This is an optimization exercise on Yosys and OpenROAD, whose aim is small area, a short achievable clock period and few clock cycles, not a production implementation.
At most, simulation tests tie the RTL to the original design; equivalence was not proved.
Power is estimated from default activity; no workload was simulated.

Setup of run 5:
Design axiToAhbBridge, start of the top module:
module axiToAhbBridge (
    input  wire         ACLK,
    input  wire         rst,
    input  wire         awValid,
    output logic        awReady,
    input  wire  [3:0]  awId,
    input  wire  [31:0] awAddr,
    input  wire  [3:0]  awLen,
    input  wire  [2:0]  awSize,
    input  wire         wValid,
    output logic        wReady,
    input  wire  [31:0] wData,
    input  wire         wLast,
    output logic        bValid,
    input  wire         bReady,
    output logic [3:0]  bId,
    output logic [1:0]  bResp,
    input  wire         arValid,
    output logic        arReady,
    input  wire  [3:0]  arId,
    input  wire  [31:0] arAddr,
    input  wire  [3:0]  arLen,
    input  wire  [2:0]  arSize,
    output logic        rValid,
    input  wire         rReady,
    output logic [3:0]  rId,
    output logic [31:0] rData,
    output logic [1:0]  rResp,
    output logic        rLast,
    output logic [31:0] hAddr,
    output logic        hWrite,
    output logic [2:0]  hSize,
    output logic [1:0]  hTrans,
    output logic [31:0] hWData,
    input  wire  [31:0] hRData,
    input  wire         hReady,
    input  wire         hResp
);
    logic [31:0] addr;       
    logic [3:0]  cnt;        
    logic [1:0]  size;
    logic [3:0]  id;
    logic        wr;         
    logic        err;        
    logic [31:0] data;       
    logic        idle;       
    logic        wsel;       
    logic        ap;         
    logic        dp;         
    logic        rp;         
    logic        wA;         
    logic        rA;         
    logic        rDp;        
    logic        rRp;        
    logic        wDpL;       
    logic        wRp;        
    logic        ldW;
    logic        ldR;
    logic [31:0] cAddr;
    logic [1:0]  cSize;
    logic [3:0]  cCnt;
    logic        issue;
    logic        accept;
    logic        dpDone;
    logic        respValid;
    logic        respReady;
    logic        apN;
    logic        dpN;
    logic        rpN;
    logic        wrN;
    assign wA   = ap && wr;
    assign rA   = ap && !wr;
    assign rDp  = dp && !wr;
    assign rRp  = rp && !wr;
    assign wDpL = dp && wr && !ap;
    assign wRp  = rp && wr;
  ...
Size in the first run: roughly 440 cells after synthesis, ~81 flip-flops.
==> module axiToAhbBridge, before the edit <==
module axiToAhbBridge (
    input  wire         ACLK,
    input  wire         rst,
    input  wire         awValid,
    output logic        awReady,
    input  wire  [3:0]  awId,
    input  wire  [31:0] awAddr,
    input  wire  [3:0]  awLen,
    input  wire  [2:0]  awSize,
    input  wire         wValid,
    output logic        wReady,
    input  wire  [31:0] wData,
    input  wire         wLast,
    output logic        bValid,
    input  wire         bReady,
    output logic [3:0]  bId,
    output logic [1:0]  bResp,
    input  wire         arValid,
    output logic        arReady,
    input  wire  [3:0]  arId,
    input  wire  [31:0] arAddr,
    input  wire  [3:0]  arLen,
    input  wire  [2:0]  arSize,
    output logic        rValid,
    input  wire         rReady,
    output logic [3:0]  rId,
    output logic [31:0] rData,
    output logic [1:0]  rResp,
    output logic        rLast,
    output logic [31:0] hAddr,
    output logic        hWrite,
    output logic [2:0]  hSize,
    output logic [1:0]  hTrans,
    output logic [31:0] hWData,
    input  wire  [31:0] hRData,
    input  wire         hReady,
    input  wire         hResp
);
    logic [31:0] addr;       
    logic [3:0]  cnt;        
    logic [1:0]  size;
    logic [3:0]  id;
    logic        wr;         
    logic        err;        
    logic [31:0] data;       
    logic        idle;       
    logic        wsel;       
    logic        ap;         
    logic        dp;         
    logic        rp;         
    logic        wA;         
    logic        rA;         
    logic        rDp;        
    logic        rRp;        
    logic        wDpL;       
    logic        wRp;        
    logic        ldW;
    logic        ldR;
    logic [31:0] cAddr;
    logic [1:0]  cSize;
    logic [3:0]  cCnt;
    logic        issue;
    logic        accept;
    logic        dpDone;
    logic        respValid;
    logic        respReady;
    logic        apN;
    logic        dpN;
    logic        rpN;
    logic        wrN;
    assign wA   = ap && wr;
    assign rA   = ap && !wr;
    assign rDp  = dp && !wr;
    assign rRp  = rp && !wr;
    assign wDpL = dp && wr && !ap;
    assign wRp  = rp && wr;
    assign arReady = idle;
    assign awReady = wsel;
    assign ldR     = arValid && idle;
    assign ldW     = wsel;
    assign cAddr = ({32{idle}} & arAddr) | ({32{wsel}} & awAddr) | ({32{!(idle || wsel)}} & addr);
    assign cSize = ({2{idle}} & arSize[1:0]) | ({2{wsel}} & awSize[1:0]) | ({2{!(idle || wsel)}} & size);
    assign cCnt  = ({4{idle}} & arLen) | ({4{wsel}} & awLen) | ({4{!(idle || wsel)}} & cnt);
    assign issue  = ((wA || wsel) && wValid) || (rA && hReady && rReady) || ldR;
    assign accept = issue && hReady;
    assign dpDone = dp && hReady;
    assign hTrans = {issue, 1'b0};
    assign hAddr  = cAddr;
    assign hWrite = wsel || (!idle && wr);
    assign hSize  = {1'b0, cSize};
    assign hWData = data;
    assign wReady = (wA || wsel) && hReady;
    assign bValid = wRp || (wDpL && hReady);
    assign bId    = id;
    assign bResp  = {err || (dp && hResp), 1'b0};
    assign rValid = rRp || (rDp && hReady);
    assign rId    = id;
    assign rData  = (rp || wr) ? data : hRData;
    assign rResp  = {rp ? err : hResp, 1'b0};
    assign rLast  = !ap;
    logic [11:0] incAddr;
    logic [3:0]  decCnt;
    logic [2:0] incLow;
    assign incLow  = {1'b0, cAddr[1:0]} + {1'b0, cSize == 2'd1, cSize == 2'd0};
    assign incAddr = {cAddr[11:2] + {9'd0, incLow[2] || (cSize == 2'd2)}, incLow[1:0]};
    assign decCnt  = cCnt - 4'd1;
    assign respValid = bValid || rValid;
    assign respReady = wr ? bReady : rReady;
    assign wrN = wsel || (!idle && wr);
    assign apN = (ap || ldR || wsel) && !(accept && (cCnt == 4'd0));
    assign dpN = accept || (dp && !hReady);
    assign rpN = respValid && !respReady;
    always_ff @(posedge ACLK)
    begin
        if (rst)
        begin
            idle <= 1'b1;
            wsel <= 1'b0;
            ap   <= 1'b0;
            dp   <= 1'b0;
            rp   <= 1'b0;
        end
        else
        begin
            idle <= !(apN || dpN || rpN) && !(idle && awValid && !arValid);
            wsel <= idle && awValid && !arValid;
            ap   <= apN;
            dp   <= dpN;
            rp   <= rpN;
        end
    end
    always_ff @(posedge ACLK)
    begin
        data <= wReady ? wData : rData;
    end
    always_ff @(posedge ACLK)
    begin
        addr[31:12] <= cAddr[31:12];
        addr[11:0]  <= accept ? incAddr : cAddr[11:0];
        cnt         <= accept ? decCnt : cCnt;
        size        <= cSize;
        wr <= wrN;
        if (idle || wsel)
            id <= wsel ? awId : arId;
        err <= !(idle || wsel) && (wr ? bResp[1] : rResp[1]);
    end
endmodule
==> flow/config.mk <==
export PLATFORM = sky130hd
export DESIGN_NAME = axiToAhbBridge
export DESIGN_NICKNAME = axiToAhbBridge
export VERILOG_FILES = /design/flow/design.v
export SDC_FILE = /design/flow/constraint.sdc
export NUM_CORES = 4
export LEC_CHECK = 0
export CAP_MARGIN = 20
export CORE_MARGIN = 2
export CORE_UTILIZATION = 55
export PLACE_DENSITY = 0.7
export SETUP_SLACK_MARGIN = 2.65
export SLEW_MARGIN = 20
==> flow/constraint.sdc <==
create_clock -name core_clock -period 5.5 [get_ports {ACLK}]
set_input_delay 1.1000 -clock core_clock [delete_from_list [all_inputs] [get_ports {ACLK}]]
set_output_delay 1.1000 -clock core_clock [all_outputs]
set_load 0.01 [all_outputs]
standard.sh (not shown) runs the stock make flow with config.mk's settings and CLKGATE_MAP_FILE= SYNTH_SCRIPT=/design/flow/synth_recipe.tcl, a recipe that flattens the netlist after the stock synthesis.
==> flow/flow/run.sh <==
#!/bin/bash
set -euo pipefail
export BUFFER_PORTS_ARGS="-buffer_cell sky130_fd_sc_hd__buf_1"
export CTS_ARGS="-sink_clustering_enable -repair_clock_nets -dont_use_dummy_load -buf_list sky130_fd_sc_hd__clkbuf_8 -root_buf sky130_fd_sc_hd__clkbuf_8"
if ! bash standard.sh finish > make_finish.log 2>&1; then
  tail -50 make_finish.log
  exit 1
fi
### run 5 -> run 1
-- flow/design.v --
<<< run 5, line 85
    logic        idle;       
    logic        wsel;       
    logic        ap;         
    logic        dp;         
>>> run 1, line 85
    logic        idle;       
    logic        wsel;       
    logic        busy;       
    logic        rSel;       
    logic        wDpL;       
    logic        ap;         
    logic        dp;         
<<< run 5, line 92
    logic        rDp;        
    logic        rRp;        
    logic        wDpL;       
    logic        wRp;        
    logic        ldW;
>>> run 1, line 95
    logic        rDp;        
    logic        rRp;        
    logic        wRp;        
    logic        ldW;
<<< run 5, line 112
    assign rDp  = dp && !wr;
    assign rRp  = rp && !wr;
    assign wDpL = dp && wr && !ap;
    assign wRp  = rp && wr;
    assign arReady = idle;
>>> run 1, line 114
    assign rDp  = dp && !wr;
    assign rRp  = rp && !wr;
    assign wRp  = rp && wr;
    assign arReady = idle;
<<< run 5, line 118
    assign ldR     = arValid && idle;
    assign ldW     = wsel;
    assign cAddr = ({32{idle}} & arAddr) | ({32{wsel}} & awAddr) | ({32{!(idle || wsel)}} & addr);
    assign cSize = ({2{idle}} & arSize[1:0]) | ({2{wsel}} & awSize[1:0]) | ({2{!(idle || wsel)}} & size);
    assign cCnt  = ({4{idle}} & arLen) | ({4{wsel}} & awLen) | ({4{!(idle || wsel)}} & cnt);
    assign issue  = ((wA || wsel) && wValid) || (rA && hReady && rReady) || ldR;
    assign accept = issue && hReady;
>>> run 1, line 119
    assign ldR     = arValid && idle;
    assign ldW     = wsel;
    assign cAddr = ({32{idle}} & arAddr) | ({32{wsel}} & awAddr) | ({32{busy}} & addr);
    assign cSize = ({2{idle}} & arSize[1:0]) | ({2{wsel}} & awSize[1:0]) | ({2{busy}} & size);
    assign cCnt  = ({4{idle}} & arLen) | ({4{wsel}} & awLen) | ({4{busy}} & cnt);
    assign issue  = ((wA || wsel) && wValid) || (rA && hReady && rReady) || ldR;
    assign accept = issue && hReady;
<<< run 5, line 135
    assign rValid = rRp || (rDp && hReady);
    assign rId    = id;
    assign rData  = (rp || wr) ? data : hRData;
    assign rResp  = {rp ? err : hResp, 1'b0};
    assign rLast  = !ap;
>>> run 1, line 136
    assign rValid = rRp || (rDp && hReady);
    assign rId    = id;
    assign rData  = rSel ? data : hRData;
    assign rResp  = {rp ? err : hResp, 1'b0};
    assign rLast  = !ap;
<<< run 5, line 156
            idle <= 1'b1;
            wsel <= 1'b0;
            ap   <= 1'b0;
            dp   <= 1'b0;
>>> run 1, line 157
            idle <= 1'b1;
            wsel <= 1'b0;
            busy <= 1'b0;
            rSel <= 1'b0;
            wDpL <= 1'b0;
            ap   <= 1'b0;
            dp   <= 1'b0;
<<< run 5, line 164
            idle <= !(apN || dpN || rpN) && !(idle && awValid && !arValid);
            wsel <= idle && awValid && !arValid;
            ap   <= apN;
            dp   <= dpN;
>>> run 1, line 168
            idle <= !(apN || dpN || rpN) && !(idle && awValid && !arValid);
            wsel <= idle && awValid && !arValid;
            busy <= apN || dpN || rpN;
            rSel <= rpN || wrN;
            wDpL <= dpN && wrN && !apN;
            ap   <= apN;
            dp   <= dpN;
Of run 1 and run 5, the lower final cell utilization of the core belongs to run 5.
Lower biggest fanout along the worst timing path among run 1 and run 5: run 1
Looking only at non-clock inverter total of the final layout, and setting everything else aside, the lower value of run 1 and run 5 goes to run 5.
In terms of clock-pin slew of the registers on the worst-case setup and hold paths, run 5 and run 1 differ only marginally.
Wire length, run 1 and run 5: lower on run 5
The final reports for run 1 and run 5 show sequential cell count higher in the former.
Summary of run 1 over run 5: power density over cell area essentially unchanged, total power increased 0.74%.
No run of this note included a check of the RTL's function; only the layout flow was run.

========
Setup of oak:
The RTL this note starts from:
==> flow/design.v <==
`default_nettype none
package axiAhbPkg;
    localparam int AddrWidth    = 32;
    localparam int DataWidth    = 32;
    localparam int IdWidth      = 4;
    localparam int MaxBeats     = 16;
    localparam int BeatIdxWidth = 4;
    typedef enum logic [1:0]
    {
        OKAY   = 2'd0,
        SLVERR = 2'd2
    } axiResp_e;
    typedef enum logic [1:0]
    {
        IDLE   = 2'd0,
        NONSEQ = 2'd2
    } ahbTrans_e;
    typedef enum logic [2:0]
    {
        BYTE = 3'd0,
        HALF = 3'd1,
        WORD = 3'd2
    } axiSize_e;
    typedef struct packed
    {
        logic [IdWidth-1:0]      id;
        logic [AddrWidth-1:0]    addr;
        logic [BeatIdxWidth-1:0] len;
        axiSize_e                size;
    } burstReq_t;
    typedef struct packed
    {
        logic [DataWidth-1:0] data;
        logic                 err;
    } readBeat_t;
endpackage
`default_nettype wire
`timescale 1ns/1ps
`default_nettype none
module bridgeNand2 (
    input  wire  a,
    input  wire  b,
    output logic y
);
    assign y = !(a && b);
endmodule
module bridgeNand3 (
    input  wire  a,
    input  wire  b,
    input  wire  c,
    output logic y
);
    assign y = !(a && b && c);
endmodule
module bridgeNor2 (
    input  wire  a,
    input  wire  b,
    output logic y
);
    assign y = !(a || b);
endmodule
module bridgeAnd2 (
    input  wire  a,
    input  wire  b,
    output logic y
);
    assign y = a && b;
endmodule
module bridgeAo21 (
    input  wire  a,
    input  wire  b0,
    input  wire  b1,
    output logic y
);
    assign y = a || (b0 && b1);
endmodule
module bridgeAo2 (
    input  wire  a0,
    input  wire  a1,
    input  wire  b0,
    input  wire  b1,
    input  wire  b2,
    output logic y
);
    logic na;
    logic nb;
    bridgeNand2 uNa (.a(a0), .b(a1), .y(na));
    bridgeNand3 uNb (.a(b0), .b(b1), .c(b2), .y(nb));
    bridgeNand2 uY  (.a(na), .b(nb), .y(y));
endmodule
module bridgeSel3 #(
    parameter int Width = 1
) (
    input  wire  [Width-1:0] d0,
    input  wire  [Width-1:0] d1,
    input  wire  [Width-1:0] d2,
    input  wire              s0,
    input  wire              s1,
    input  wire              s2,
    output logic [Width-1:0] y
);
    for (genvar i = 0; i < Width; i++)
    begin : gBit
        logic n0;
        logic n1;
        logic n2;
        bridgeNand2 uN0 (.a(s0), .b(d0[i]), .y(n0));
        bridgeNand2 uN1 (.a(s1), .b(d1[i]), .y(n1));
        bridgeNand2 uN2 (.a(s2), .b(d2[i]), .y(n2));
        bridgeNand3 uY  (.a(n0), .b(n1), .c(n2), .y(y[i]));
    end
endmodule
module bridgeSel2 #(
    parameter int Width = 1
) (
    input  wire  [Width-1:0] d0,
    input  wire  [Width-1:0] d1,
    input  wire              s0,
    input  wire              s1,
    output logic [Width-1:0] y
);
    for (genvar i = 0; i < Width; i++)
    begin : gBit
        logic n0;
        logic n1;
        bridgeNand2 uN0 (.a(s0), .b(d0[i]), .y(n0));
        bridgeNand2 uN1 (.a(s1), .b(d1[i]), .y(n1));
        bridgeNand2 uY  (.a(n0), .b(n1), .y(y[i]));
    end
endmodule
`default_nettype wire
`timescale 1ns/1ps
`default_nettype none
module axiToAhbBridge (
    input  wire         ACLK,
    input  wire         rst,
    input  wire         awValid,
    output logic        awReady,
    input  wire  [3:0]  awId,
    input  wire  [31:0] awAddr,
    input  wire  [3:0]  awLen,
    input  wire  [2:0]  awSize,
    input  wire         wValid,
    output logic        wReady,
    input  wire  [31:0] wData,
    input  wire         wLast,
    output logic        bValid,
    input  wire         bReady,
    output logic [3:0]  bId,
    output logic [1:0]  bResp,
    input  wire         arValid,
    output logic        arReady,
    input  wire  [3:0]  arId,
    input  wire  [31:0] arAddr,
    input  wire  [3:0]  arLen,
    input  wire  [2:0]  arSize,
    output logic        rValid,
    input  wire         rReady,
    output logic [3:0]  rId,
    output logic [31:0] rData,
    output logic [1:0]  rResp,
    output logic        rLast,
    output logic [31:0] hAddr,
    output logic        hWrite,
    output logic [2:0]  hSize,
    output logic [1:0]  hTrans,
    output logic [31:0] hWData,
    input  wire  [31:0] hRData,
    input  wire         hReady,
    input  wire         hResp
);
    logic [31:0] addr;       
    logic [3:0]  cnt;        
    logic [1:0]  size;
    logic [3:0]  id;
    logic        wr;         
    logic        err;        
    logic [31:0] data;       
    logic        idle;       
    logic        idleN;      
    logic        ap;         
    logic        dp;         
    logic        rp;         
    logic        rSel;       
    logic        rSelN;      
    logic        wDpL;       
    logic        wIss;       
    logic        rIss;       
    logic        rDp;
    logic        rRp;
    logic        wRp;
    logic        ldW;
    logic        ldR;
    logic        issue;
    logic        accept;
    logic        respValid;
    logic        respReady;
    logic        apN;
    logic        dpN;
    logic        rpN;
    logic        wrN;
    assign rDp = dp && !wr;
    assign rRp = rp && !wr;
    assign wRp = rp && wr;
    assign awReady = idle;
    bridgeNor2 uArReady (.a(idleN), .b(awValid), .y(arReady));
    assign ldW     = awValid && idle;
    assign ldR     = arValid && idle && !awValid;
    assign issue  = (wIss && wValid) || (rIss && hReady && rReady);
    assign accept = issue && hReady;
    logic hTransNs;
    bridgeAo2 uHTrans (.a0(wIss), .a1(wValid), .b0(rIss), .b1(hReady), .b2(rReady), .y(hTransNs));
    assign hTrans = {hTransNs, 1'b0};
    assign hAddr  = addr;
    assign hWrite = wr;
    assign hSize  = {1'b0, size};
    assign hWData = data;
    logic wrTake;
    assign wrTake = wIss && hReady;
    bridgeAnd2 uWReady (.a(wIss), .b(hReady), .y(wReady));
    logic bVal;
    assign bVal = wRp || (wDpL && hReady);
    bridgeAo21 uBValid (.a(wRp), .b0(wDpL), .b1(hReady), .y(bValid));
    assign bId    = id;
    assign bResp  = {err || (dp && hResp), 1'b0};
    logic rVal;
    assign rVal = rRp || (rDp && hReady);
    bridgeAo21 uRValid (.a(rRp), .b0(rDp), .b1(hReady), .y(rValid));
    assign rId    = id;
    bridgeSel2 #(.Width(32)) uSelRData (.d0(data), .d1(hRData), .s0(rSel), .s1(rSelN), .y(rData));
    logic rErr;
    bridgeSel2 #(.Width(1)) uSelRResp (.d0(err), .d1(hResp), .s0(rSel), .s1(rSelN), .y(rErr));
    assign rResp  = {rErr, 1'b0};
    assign rLast  = !ap;
    logic [11:0] incAddr;
    logic [2:0]  incLow;
    assign incLow  = {1'b0, addr[1:0]} + {1'b0, size == 2'd1, size == 2'd0};
    assign incAddr = {addr[11:2] + {9'd0, incLow[2] || (size == 2'd2)}, incLow[1:0]};
    assign respValid = bVal || rVal;
    assign respReady = wr ? bReady : rReady;
    assign wrN = idle ? ldW : wr;
    assign apN = ldW || ldR || (ap && !(accept && (cnt == 4'd0)));
    assign dpN = accept || (dp && !hReady);
    assign rpN = respValid && !respReady;
    always_ff @(posedge ACLK)
    begin
        if (rst)
        begin
            idle <= 1'b1;
            idleN <= 1'b0;
            ap   <= 1'b0;
            dp   <= 1'b0;
            rp   <= 1'b0;
            rSel <= 1'b0;
            rSelN <= 1'b1;
            wDpL <= 1'b0;
            wIss <= 1'b0;
            rIss <= 1'b0;
        end
        else
        begin
            idle <= !(apN || dpN || rpN);
            idleN <= apN || dpN || rpN;
            ap   <= apN;
            dp   <= dpN;
            rp   <= rpN;
            rSel <= rpN || wrN;
            rSelN <= !(rpN || wrN);
            wDpL <= dpN && wrN && !apN;
            wIss <= apN && wrN;
            rIss <= apN && !wrN;
        end
    end
    logic [31:0] nData;
    bridgeSel2 #(.Width(32)) uSelData (.d0(wData), .d1(rData), .s0(wrTake), .s1(!wrTake), .y(nData));
    always_ff @(posedge ACLK)
    begin
        data <= nData;
    end
    logic        selW;
    logic        selR;
    logic        selH;
    logic [31:0] nAddr;
    logic [1:0]  nSize;
    logic [3:0]  nCnt;
    logic [3:0]  nId;
    assign selW = idle && awValid;
    assign selR = idle && !awValid;
    assign selH = !idle;
    bridgeSel3 #(.Width(32)) uSelAddr (.d0(awAddr), .d1(arAddr), .d2(addr), .s0(selW), .s1(selR), .s2(selH), .y(nAddr));
    bridgeSel3 #(.Width(2)) uSelSize (.d0(awSize[1:0]), .d1(arSize[1:0]), .d2(size), .s0(selW), .s1(selR), .s2(selH), .y(nSize));
    bridgeSel3 #(.Width(4)) uSelCnt (.d0(awLen), .d1(arLen), .d2(cnt), .s0(selW), .s1(selR), .s2(selH), .y(nCnt));
    bridgeSel3 #(.Width(4)) uSelId (.d0(awId), .d1(arId), .d2(id), .s0(selW), .s1(selR), .s2(selH), .y(nId));
    always_ff @(posedge ACLK)
    begin
        addr[31:12] <= nAddr[31:12];
        addr[11:0]  <= accept ? incAddr : nAddr[11:0];
        cnt         <= accept ? cnt - 4'd1 : nCnt;
        size        <= nSize;
        id          <= nId;
        wr <= wrN;
        err <= !idle && (wr ? bResp[1] : rResp[1]);
    end
endmodule
`default_nettype wire
export LEC_CHECK = 0
export CAP_MARGIN = 20
export CORE_MARGIN = 2
export CORE_UTILIZATION = 55
export PLACE_DENSITY = 0.7
export SETUP_SLACK_MARGIN = 2.72
export SLEW_MARGIN = 20
export SYNTH_HIERARCHICAL = 1
export SYNTH_MINIMUM_KEEP_SIZE = 0
create_clock -name core_clock -period 5.5 [get_ports {ACLK}]
Scripts as last shown in full above: flow/flow/run.sh
Testbench counts of oak, summed over its fixed seeds: cycles 20,074.
Input-level comparison between pine and oak:
==> flow/design.v, changed modules only <==
module axiToAhbBridge (
    input  wire         ACLK,
    input  wire         rst,
    input  wire         awValid,
    output logic        awReady,
    input  wire  [3:0]  awId,
    input  wire  [31:0] awAddr,
    input  wire  [3:0]  awLen,
    input  wire  [2:0]  awSize,
    input  wire         wValid,
    output logic        wReady,
    input  wire  [31:0] wData,
    input  wire         wLast,
    output logic        bValid,
    input  wire         bReady,
    output logic [3:0]  bId,
    output logic [1:0]  bResp,
    input  wire         arValid,
    output logic        arReady,
    input  wire  [3:0]  arId,
    input  wire  [31:0] arAddr,
    input  wire  [3:0]  arLen,
    input  wire  [2:0]  arSize,
    output logic        rValid,
    input  wire         rReady,
    output logic [3:0]  rId,
    output logic [31:0] rData,
    output logic [1:0]  rResp,
    output logic        rLast,
    output logic [31:0] hAddr,
    output logic        hWrite,
    output logic [2:0]  hSize,
    output logic [1:0]  hTrans,
    output logic [31:0] hWData,
    input  wire  [31:0] hRData,
    input  wire         hReady,
    input  wire         hResp
);
    logic [31:0] addr;       
    logic [3:0]  cnt;        
    logic [1:0]  size;
    logic [3:0]  id;
    logic        wr;         
    logic        err;        
    logic [31:0] data;       
    logic        idle;       
    logic        ap;         
    logic        dp;         
    logic        rp;         
    logic        rSel;       
    logic        rSelN;      
    logic        wDpL;       
    logic        wIss;       
    logic        rIss;       
    logic        rDp;
    logic        rRp;
    logic        wRp;
    logic        ldW;
    logic        ldR;
    logic        issue;
    logic        accept;
    logic        respValid;
    logic        respReady;
    logic        apN;
    logic        dpN;
    logic        rpN;
    logic        wrN;
    assign rDp = dp && !wr;
    assign rRp = rp && !wr;
    assign wRp = rp && wr;
    assign awReady = idle;
    assign arReady = idle && !awValid;
    assign ldW     = awValid && idle;
    assign ldR     = arValid && arReady;
    assign issue  = (wIss && wValid) || (rIss && hReady && rReady);
    assign accept = issue && hReady;
    logic hTransNs;
    bridgeAo2 uHTrans (.a0(wIss), .a1(wValid), .b0(rIss), .b1(hReady), .b2(rReady), .y(hTransNs));
    assign hTrans = {hTransNs, 1'b0};
    assign hAddr  = addr;
    assign hWrite = wr;
    assign hSize  = {1'b0, size};
    assign hWData = data;
    logic wrTake;
    assign wrTake = wIss && hReady;
    bridgeAnd2 uWReady (.a(wIss), .b(hReady), .y(wReady));
    logic bVal;
    assign bVal = wRp || (wDpL && hReady);
    bridgeAo21 uBValid (.a(wRp), .b0(wDpL), .b1(hReady), .y(bValid));
    assign bId    = id;
    assign bResp  = {err || (dp && hResp), 1'b0};
    logic rVal;
    assign rVal = rRp || (rDp && hReady);
    bridgeAo21 uRValid (.a(rRp), .b0(rDp), .b1(hReady), .y(rValid));
    assign rId    = id;
    bridgeSel2 #(.Width(32)) uSelRData (.d0(data), .d1(hRData), .s0(rSel), .s1(rSelN), .y(rData));
    assign rResp  = {rp ? err : hResp, 1'b0};
    assign rLast  = !ap;
    logic [11:0] incAddr;
    logic [2:0]  incLow;
    assign incLow  = {1'b0, addr[1:0]} + {1'b0, size == 2'd1, size == 2'd0};
    assign incAddr = {addr[11:2] + {9'd0, incLow[2] || (size == 2'd2)}, incLow[1:0]};
    assign respValid = bVal || rVal;
    assign respReady = wr ? bReady : rReady;
    assign wrN = idle ? ldW : wr;
    assign apN = ldW || ldR || (ap && !(accept && (cnt == 4'd0)));
    assign dpN = accept || (dp && !hReady);
    assign rpN = respValid && !respReady;
    always_ff @(posedge ACLK)
    begin
        if (rst)
        begin
            idle <= 1'b1;
            ap   <= 1'b0;
            dp   <= 1'b0;
            rp   <= 1'b0;
            rSel <= 1'b0;
            rSelN <= 1'b1;
            wDpL <= 1'b0;
            wIss <= 1'b0;
            rIss <= 1'b0;
        end
        else
        begin
            idle <= !(apN || dpN || rpN);
            ap   <= apN;
            dp   <= dpN;
            rp   <= rpN;
            rSel <= rpN || wrN;
            rSelN <= !(rpN || wrN);
            wDpL <= dpN && wrN && !apN;
            wIss <= apN && wrN;
            rIss <= apN && !wrN;
        end
    end
    logic [31:0] nData;
    bridgeSel2 #(.Width(32)) uSelData (.d0(wData), .d1(rData), .s0(wrTake), .s1(!wrTake), .y(nData));
    always_ff @(posedge ACLK)
    begin
        data <= nData;
    end
    logic        selW;
    logic        selR;
    logic        selH;
    logic [31:0] nAddr;
    logic [1:0]  nSize;
    logic [3:0]  nCnt;
    logic [3:0]  nId;
    assign selW = idle && awValid;
    assign selR = idle && !awValid;
    assign selH = !idle;
    bridgeSel3 #(.Width(32)) uSelAddr (.d0(awAddr), .d1(arAddr), .d2(addr), .s0(selW), .s1(selR), .s2(selH), .y(nAddr));
    bridgeSel3 #(.Width(2)) uSelSize (.d0(awSize[1:0]), .d1(arSize[1:0]), .d2(size), .s0(selW), .s1(selR), .s2(selH), .y(nSize));
    bridgeSel3 #(.Width(4)) uSelCnt (.d0(awLen), .d1(arLen), .d2(cnt), .s0(selW), .s1(selR), .s2(selH), .y(nCnt));
    bridgeSel3 #(.Width(4)) uSelId (.d0(awId), .d1(arId), .d2(id), .s0(selW), .s1(selR), .s2(selH), .y(nId));
    always_ff @(posedge ACLK)
    begin
        addr[31:12] <= nAddr[31:12];
        addr[11:0]  <= accept ? incAddr : nAddr[11:0];
        cnt         <= accept ? cnt - 4'd1 : nCnt;
        size        <= nSize;
        id          <= nId;
        wr <= wrN;
        err <= !idle && (wr ? bResp[1] : rResp[1]);
    end
endmodule
// module bridgeNor2 removed
### Flow results
- When pine is measured against oak, its sequential share of layout area turns out 0.21 points lower.
- Area growth from synthesis to final layout for pine: 1.4 points up relative to oak
- Number of multi-input combinational cells (higher): oak
- Via count ends up lower on oak.
- Total non-filler cell area in the finished layout in pine vs oak: down 28 µm²
- The faster design of the two is oak; pine tops out lower.
- Max period utilization across pine and oak: pine
- In the tables for pine and oak, share of synthesized cell area in and, or, nand and nor gates reads higher with pine.
Testbench counts of pine, summed over its fixed seeds: cycles 20,074.

port drivers added, routing unchanged:
The flow's constraints put no driver on any port. The routed layouts listed below were extracted and timed again, unchanged, in two steps. Step 1, drivers: a clkbuf_16 drives ACLK and a buf_2 each remaining input, both assumed. Step 2 moves the port delays by t, midway between the first and last clock arrival at a register: inputs arrive t later, outputs are due t later. That takes back most of the time a late clock gives input paths. Three values: ideal, step 1, step 2; two values: the first two.
run | t, ns | slack for setup (ns) | hold WS [ns] | clock arrival spread, ns | worst register clock-pin slew, ns
run 5 | 0.357 | 2.598 / 2.569 / 2.266 | 0.449 / 0.449 / 0.449 | 0.023 / 0.022 | 0.08 / 0.08
run 1 | 0.367 | 2.544 / 2.504 / 2.216 | 0.460 / 0.460 / 0.460 | 0.022 / 0.022 | 0.09 / 0.09
oak | 0.361 | 2.764 / 2.736 / 2.736 | 0.467 / 0.467 / 0.467 | 0.020 / 0.019 | 0.08 / 0.08
pine | 0.355 | 2.733 / 2.706 / 2.604 | 0.478 / 0.478 / 0.478 | 0.025 / 0.026 | 0.08 / 0.08
After both steps setup and hold are still met in every run listed. For run 5, which loses most, drivers alone change the setup slack by -0.029 ns; drivers and shift together by -0.332 ns.
